Source: an optimization exercise on an open RTL-to-GDS flow (aim: small area, a short achievable clock period and few clock cycles). Production flows keep margins and buffers that such runs may drop. Function was checked by simulation only, so behaviour that the tests miss may differ from the original. Power is estimated from default activity; no workload was simulated.

== run 1 ==
==> flow/design.v (excerpt) <==
module tag_whitelist_table #(
    parameter int SLOT_COUNT = 128
) (
    input  logic                                clk,
    input  logic                                rst_n,
    input  logic                                in_valid,
    output logic                                in_ready,
    input  logic [twt_pkg::MODE_W-1:0]          mode,
    input  logic [twt_pkg::TAG_W-1:0]           tag_id,
    output logic                                out_valid,
    input  logic                                out_ready,
    output logic [twt_pkg::STATUS_W-1:0]        status,
    output logic [twt_pkg::SLOT_OUT_W-1:0]      slot_index
);
Size in the first run: ~12000 cells after synthesis, about 4300 flip-flops, ~0.18 mm^2 of cells after synthesis.
Settings: LEC_CHECK=0, CAP_MARGIN=20, CORE_MARGIN=2, CORE_UTILIZATION=40, SLEW_MARGIN=20, SYNTH_MEMORY_MAX_BITS=8192; clock period 10.0 ns.
run.sh (not shown) runs the stock make flow with config.mk's settings and CLKGATE_MAP_FILE= SYNTH_SCRIPT=/design/flow/synth_recipe.tcl, a recipe that flattens the netlist after the stock synthesis.
Run 1: done, clean on timing, DRC and antenna
Testbench counts of run 1, summed over its fixed seeds: cycles 3,216.
Modified inputs, run 2 compared to run 1
- SETUP_SLACK_MARGIN: unset -> 5
- ABC_CLOCK_PERIOD_IN_PS: unset -> 3000
[summary]
- Run 2 — register share of the cell area 0.77 points lower, run 1 as reference
- Of run 2 and run 1, it is run 2 that has the higher aggregate global-route resource usage.
- In run 2, wire length is higher than in run 1.

== v16 ==
The RTL this note starts from:
==> flow/design.v <==
package twt_pkg;
    localparam int TAG_W      = 32;
    localparam int TOP_BYTE_W = 8;
    localparam int MODE_W     = 2;
    localparam int STATUS_W   = 3;
    localparam int SLOT_OUT_W = 8;
    localparam logic [MODE_W-1:0] MODE_ADD    = 2'd0;
    localparam logic [MODE_W-1:0] MODE_REMOVE = 2'd1;
    localparam logic [MODE_W-1:0] MODE_CHECK  = 2'd2;
    typedef enum logic [STATUS_W-1:0] {
        ST_ADDED     = 3'd0,
        ST_EXISTS    = 3'd1,
        ST_FULL      = 3'd2,
        ST_REMOVED   = 3'd3,
        ST_NOT_FOUND = 3'd4,
        ST_PRESENT   = 3'd5,
        ST_ABSENT    = 3'd6
    } status_t;
    typedef enum logic [1:0] {
        S_IDLE  = 2'd0,
        S_SCAN  = 2'd1,
        S_WRITE = 2'd2,
        S_RESP  = 2'd3
    } state_t;
endpackage
module tag_whitelist_table #(
    parameter int SLOT_COUNT = 128
) (
    input  logic                                clk,
    input  logic                                rst_n,
    input  logic                                in_valid,
    output logic                                in_ready,
    input  logic [twt_pkg::MODE_W-1:0]          mode,
    input  logic [twt_pkg::TAG_W-1:0]           tag_id,
    output logic                                out_valid,
    input  logic                                out_ready,
    output logic [twt_pkg::STATUS_W-1:0]        status,
    output logic [twt_pkg::SLOT_OUT_W-1:0]      slot_index
);
    localparam int IDX_W = (SLOT_COUNT > 1) ? $clog2(SLOT_COUNT) : 1;
    localparam int TAG_W = twt_pkg::TAG_W;
    localparam int RES_W = twt_pkg::STATUS_W + IDX_W;
    localparam int Q_N   = 8;      
    logic [SLOT_COUNT-1:0][TAG_W-1:0] slot_data;
    logic [SLOT_COUNT-1:0]            slot_vld;
    localparam int KEY_COPIES = 4;
    localparam int SLOTS_PER_COPY = SLOT_COUNT / KEY_COPIES;
    logic                       a_vld;
    logic [twt_pkg::MODE_W-1:0] a_mode;
    logic [TAG_W-1:0]           a_key;
    logic [TAG_W-1:0]           a_key_n;       
    logic [TAG_W-1:0]           a_key_h;       
    logic [TAG_W-1:0]           a_key_hn;      
    logic [TAG_W-1:0]           cmp_key [KEY_COPIES];
    logic                       b_vld;
    logic [twt_pkg::MODE_W-1:0] b_mode;
    logic [TAG_W-1:0]           b_key;
    logic [SLOT_COUNT-1:0]      b_eq;
    logic                       b_fwd;    
    logic                       b_key_nz;
    logic                       b_top_nz;
    logic                       added;
    logic [IDX_W-1:0]           added_idx;
    logic [Q_N-1:0][RES_W-1:0] q_data;
    logic [2:0]       q_wr;
    logic [2:0]       q_rd;
    logic [2:0]       q_rd_next;
    logic [RES_W-1:0] head_next;
    logic [RES_W-1:0] out_reg;
    logic [3:0]       q_cnt;
    logic             out_valid_reg;
    logic             in_ready_reg;
    logic [SLOT_COUNT-1:0] a_eq;
    logic [SLOT_COUNT-1:0] fwd_slot;
    logic [SLOT_COUNT-1:0] stay;
    logic [SLOT_COUNT-1:0] match;
    logic                  fwd_hit;
    logic [IDX_W-1:0]      stay_idx;
    logic [SLOT_COUNT-1:0] empty;
    logic [SLOT_COUNT-1:0] first_empty;
    logic [SLOT_COUNT-1:0] below;
    logic                  hit;
    logic                  has_empty;
    logic [IDX_W-1:0]      match_idx;
    logic [IDX_W-1:0]      empty_idx;
    logic                  is_add;
    logic                  is_rem;
    logic                  do_set;
    logic                  do_clr;
    logic                       c_vld;
    logic [twt_pkg::MODE_W-1:0] c_mode;
    logic                       c_hit;
    logic [IDX_W-1:0]           c_match_idx;
    logic [IDX_W-1:0]           c_empty_idx;
    logic                       c_has_empty;
    logic                       c_key_nz;
    logic                       c_top_nz;
    twt_pkg::status_t      res_status;
    logic [IDX_W-1:0]      res_slot;
    logic [RES_W-1:0]      res;
    logic                  pop;
    logic [3:0]            q_cnt_next;
    logic [3:0]            q_cnt_flag;
    logic                  a_vld_next;
    always_comb
    begin
        cmp_key[0] = a_key;
        cmp_key[1] = ~a_key_n;
        cmp_key[2] = a_key_h;
        cmp_key[3] = ~a_key_hn;
        for (int s = 0; s < SLOT_COUNT; s++)
        begin
            a_eq[s] = slot_vld[s] && (slot_data[s] == cmp_key[s / SLOTS_PER_COPY]);
        end
    end
    always_comb
    begin
        fwd_hit = added && b_fwd;
        for (int s = 0; s < SLOT_COUNT; s++)
        begin
            fwd_slot[s] = (added_idx == IDX_W'(s));
        end
        stay  = slot_vld & b_eq;
        match = stay | ({SLOT_COUNT{fwd_hit}} & fwd_slot);
        empty = ~slot_vld;
        below[0] = 1'b0;
        for (int s = 1; s < SLOT_COUNT; s++)
        begin
            below[s] = below[s-1] | empty[s-1];
        end
        first_empty = empty & ~below;
        hit       = (|stay) || fwd_hit;
        has_empty = |empty;
        stay_idx  = '0;
        empty_idx = '0;
        for (int s = 0; s < SLOT_COUNT; s++)
        begin
            stay_idx  = stay_idx  | (stay[s]        ? IDX_W'(s) : '0);
            empty_idx = empty_idx | (first_empty[s] ? IDX_W'(s) : '0);
        end
        match_idx = fwd_hit ? added_idx : stay_idx;
        is_add = (b_mode == twt_pkg::MODE_ADD);
        is_rem = (b_mode == twt_pkg::MODE_REMOVE);
        do_set = b_vld && is_add && b_key_nz && !hit && has_empty;
        do_clr = b_vld && is_rem && b_top_nz;
    end
    always_comb
    begin
        if (c_mode == twt_pkg::MODE_ADD)
        begin
            if (c_hit)
            begin
                res_status = twt_pkg::ST_EXISTS;
                res_slot   = c_match_idx;
            end
            else if (!c_has_empty)
            begin
                res_status = twt_pkg::ST_FULL;
                res_slot   = '0;
            end
            else
            begin
                res_status = c_key_nz ? twt_pkg::ST_ADDED : twt_pkg::ST_EXISTS;
                res_slot   = c_empty_idx;
            end
        end
        else if (c_mode == twt_pkg::MODE_REMOVE)
        begin
            if (c_top_nz && c_hit)
            begin
                res_status = twt_pkg::ST_REMOVED;
                res_slot   = c_match_idx;
            end
            else
            begin
                res_status = twt_pkg::ST_NOT_FOUND;
                res_slot   = '0;
            end
        end
        else
        begin
            if (c_hit)
            begin
                res_status = twt_pkg::ST_PRESENT;
                res_slot   = c_match_idx;
            end
            else if (!c_key_nz && c_has_empty)
            begin
                res_status = twt_pkg::ST_PRESENT;
                res_slot   = c_empty_idx;
            end
            else
            begin
                res_status = twt_pkg::ST_ABSENT;
                res_slot   = '0;
            end
        end
        res = {res_status, res_slot};
    end
    always_ff @(posedge clk)
    begin
        c_mode      <= b_mode;
        c_hit       <= hit;
        c_match_idx <= match_idx;
        c_empty_idx <= empty_idx;
        c_has_empty <= has_empty;
        c_key_nz    <= b_key_nz;
        c_top_nz    <= b_top_nz;
    end
    always_ff @(posedge clk)
    begin
        for (int s = 0; s < SLOT_COUNT; s++)
        begin
            if (first_empty[s])
            begin
                slot_data[s] <= b_key;
            end
        end
    end
    always_ff @(posedge clk or negedge rst_n)
    begin
        if (!rst_n)
        begin
            slot_vld <= '0;
            added    <= 1'b0;
        end
        else
        begin
            for (int s = 0; s < SLOT_COUNT; s++)
            begin
                if (do_set && first_empty[s])
                begin
                    slot_vld[s] <= 1'b1;
                end
                else if (do_clr && match[s])
                begin
                    slot_vld[s] <= 1'b0;
                end
            end
            added <= do_set;
        end
    end
    always_ff @(posedge clk)
    begin
        a_mode    <= mode;
        a_key     <= tag_id;
        a_key_n   <= ~tag_id;
        if (in_valid)
        begin
            a_key_h  <= tag_id;
            a_key_hn <= ~tag_id;
        end
        b_mode    <= a_mode;
        b_key     <= a_key;
        b_eq      <= a_eq;
        b_fwd     <= (a_key == b_key);
        b_key_nz  <= |a_key;
        b_top_nz  <= |a_key[TAG_W-1 -: twt_pkg::TOP_BYTE_W];
        added_idx <= empty_idx;
    end
    always_comb
    begin
        pop        = out_valid_reg && out_ready;
        q_cnt_next = q_cnt - 4'(pop) + 4'(c_vld);
        a_vld_next = in_valid && in_ready_reg;
    end
    always_ff @(posedge clk or negedge rst_n)
    begin
        if (!rst_n)
        begin
            a_vld         <= 1'b0;
            b_vld         <= 1'b0;
            c_vld         <= 1'b0;
            q_cnt         <= '0;
        end
        else
        begin
            a_vld         <= a_vld_next;
            b_vld         <= a_vld;
            c_vld         <= b_vld;
            q_cnt         <= q_cnt_next;
        end
    end
    always_comb
    begin
        q_cnt_flag = q_cnt - 4'((q_cnt != 4'd0) && out_ready) + 4'(c_vld);
    end
    always_ff @(posedge clk)
    begin
        out_valid_reg <= (q_cnt_flag != 4'd0);
        in_ready_reg  <= ({1'b0, q_cnt_flag} + 5'(a_vld_next) + 5'(a_vld) + 5'(b_vld))
                         < 5'(Q_N);
    end
    always_comb
    begin
        q_rd_next = q_rd + 3'(pop);
        if (c_vld && (q_wr == q_rd_next))
        begin
            head_next = res;
        end
        else
        begin
            head_next = q_data[q_rd_next];
        end
    end
    always_ff @(posedge clk)
    begin
        if (c_vld)
        begin
            q_data[q_wr] <= res;
        end
        out_reg <= head_next;
    end
    always_ff @(posedge clk or negedge rst_n)
    begin
        if (!rst_n)
        begin
            q_wr <= '0;
            q_rd <= '0;
        end
        else
        begin
            q_wr <= q_wr + 3'(c_vld);
            q_rd <= q_rd_next;
        end
    end
    assign in_ready   = in_ready_reg;
    assign out_valid  = out_valid_reg;
    assign status     = out_reg[RES_W-1 -: twt_pkg::STATUS_W];
    assign slot_index = twt_pkg::SLOT_OUT_W'(out_reg[IDX_W-1:0]);
endmodule
clock: 10.0 ns
lec_check: 0
cap_margin: 20
core_margin: 2
core_utilization: 45
cts_cluster_diameter: 70
cts_cluster_size: 24
slew_margin: 20
synth_memory_max_bits: 8192
standard.sh (not shown) runs the stock make flow with config.mk's settings and CLKGATE_MAP_FILE= SYNTH_SCRIPT=/design/flow/synth_recipe.tcl, a recipe that flattens the netlist after the stock synthesis.
==> flow/flow/run.sh <==
#!/bin/bash
# Own layout flow: the standard flow (standard synthesis unchanged), with
# timing repair aimed below the design's period so the layout is optimised for
# the period it can reach. The clock, constraints and all other steps are the
# standard ones. Each step's full output stays in orfs/logs/; make's own
# output goes to flow_make.log in the work folder.
set -euo pipefail
MARGIN=$(cat flow/setup_margin)
bash standard.sh SETUP_SLACK_MARGIN="$MARGIN" finish > flow_make.log 2>&1
==> flow/flow/setup_margin <==
6.5
Testbench counts of v16, summed over its fixed seeds: cycles 3,232.
The inputs of v17 differ from those of v16 as listed below.
==> flow/flow/setup_margin <==
6.8
-- flow/config.mk --
<<< v16, line 8
export CAP_MARGIN = 20
export CORE_MARGIN = 2
export CORE_UTILIZATION = 45
export CTS_CLUSTER_DIAMETER = 70
export CTS_CLUSTER_SIZE = 24
>>> v17, line 8
export CAP_MARGIN = 20
export CORE_MARGIN = 2
export CORE_UTILIZATION = 40
export CTS_CLUSTER_DIAMETER = 70
export CTS_CLUSTER_SIZE = 24
Findings:
- The higher arrival time at the worst endpoint came out of v16.
- Compared with v16, in v17 via count of the first global-routing pass went down, wire length reported by the detailed router shows an increase of about 1%, number of clock buffers in the layout went down about 1.1%, switching power of the nets went down by about 0.45%, non-clock buffer count went up 235.
- v17 vs v16: combinational power up by a few percent
- Looking only at worst endpoint required time, and setting everything else aside, the higher value of v16 and v17 goes to v16.
Changes in v1 relative to v17:
==> flow/flow/setup_margin <==
6.5
### Flow results
- Count of clock-buffer cells in the layout: v17 vs v1, no meaningful difference
- The part of the total power dissipated in combinational logic of v1 falls short of that of v17 by 1.1 points.
- Against v17, v1 reports a worst path setup slack after routing that is lower.
- Looking at post-route minimum period across v17 and v1, the one that comes out higher is v1.
- v1 vs. v17: global-route wire length before repair now sits lower; layout inverter count without the clock tree now sits lower.

==> afterwards: timing with drivers on the ports <==
No port has a modelled driver above. Below, the same layouts with a new extraction and two added sets of constraints. Step 1: set_driving_cell puts a clkbuf_16 on clk and a buf_2 on each other input, an assumption about the parent block. Step 2 times the ports against the registers' clock, not the clock port: input delays grow and output delays shrink by t, the midpoint of the rising clock arrivals with the driver on. a / b / c = ideal / step 1 / step 2; a / b = the first two.
run	t, ns	slack for setup (ns)	hold WS [ns]	cell pins on the clock port's net
run 1	1.113	3.428 / 3.428 / 3.428	0.463 / 0.463 / 0.463	1
run 2	1.099	4.919 / 4.919 / 4.919	0.469 / 0.469 / 0.469	1
v16	1.110	6.244 / 6.244 / 5.584	0.347 / 0.347 / 0.347	1
v17	1.138	6.550 / 6.421 / 5.999	0.339 / 0.339 / 0.339	1
v1	1.115	6.384 / 6.384 / 5.577	0.332 / 0.332 / 0.332	1
After both steps setup and hold are still met in every run listed. For v1, which loses most, drivers alone change the setup slack by 0.000 ns; drivers and shift together by -0.807 ns.
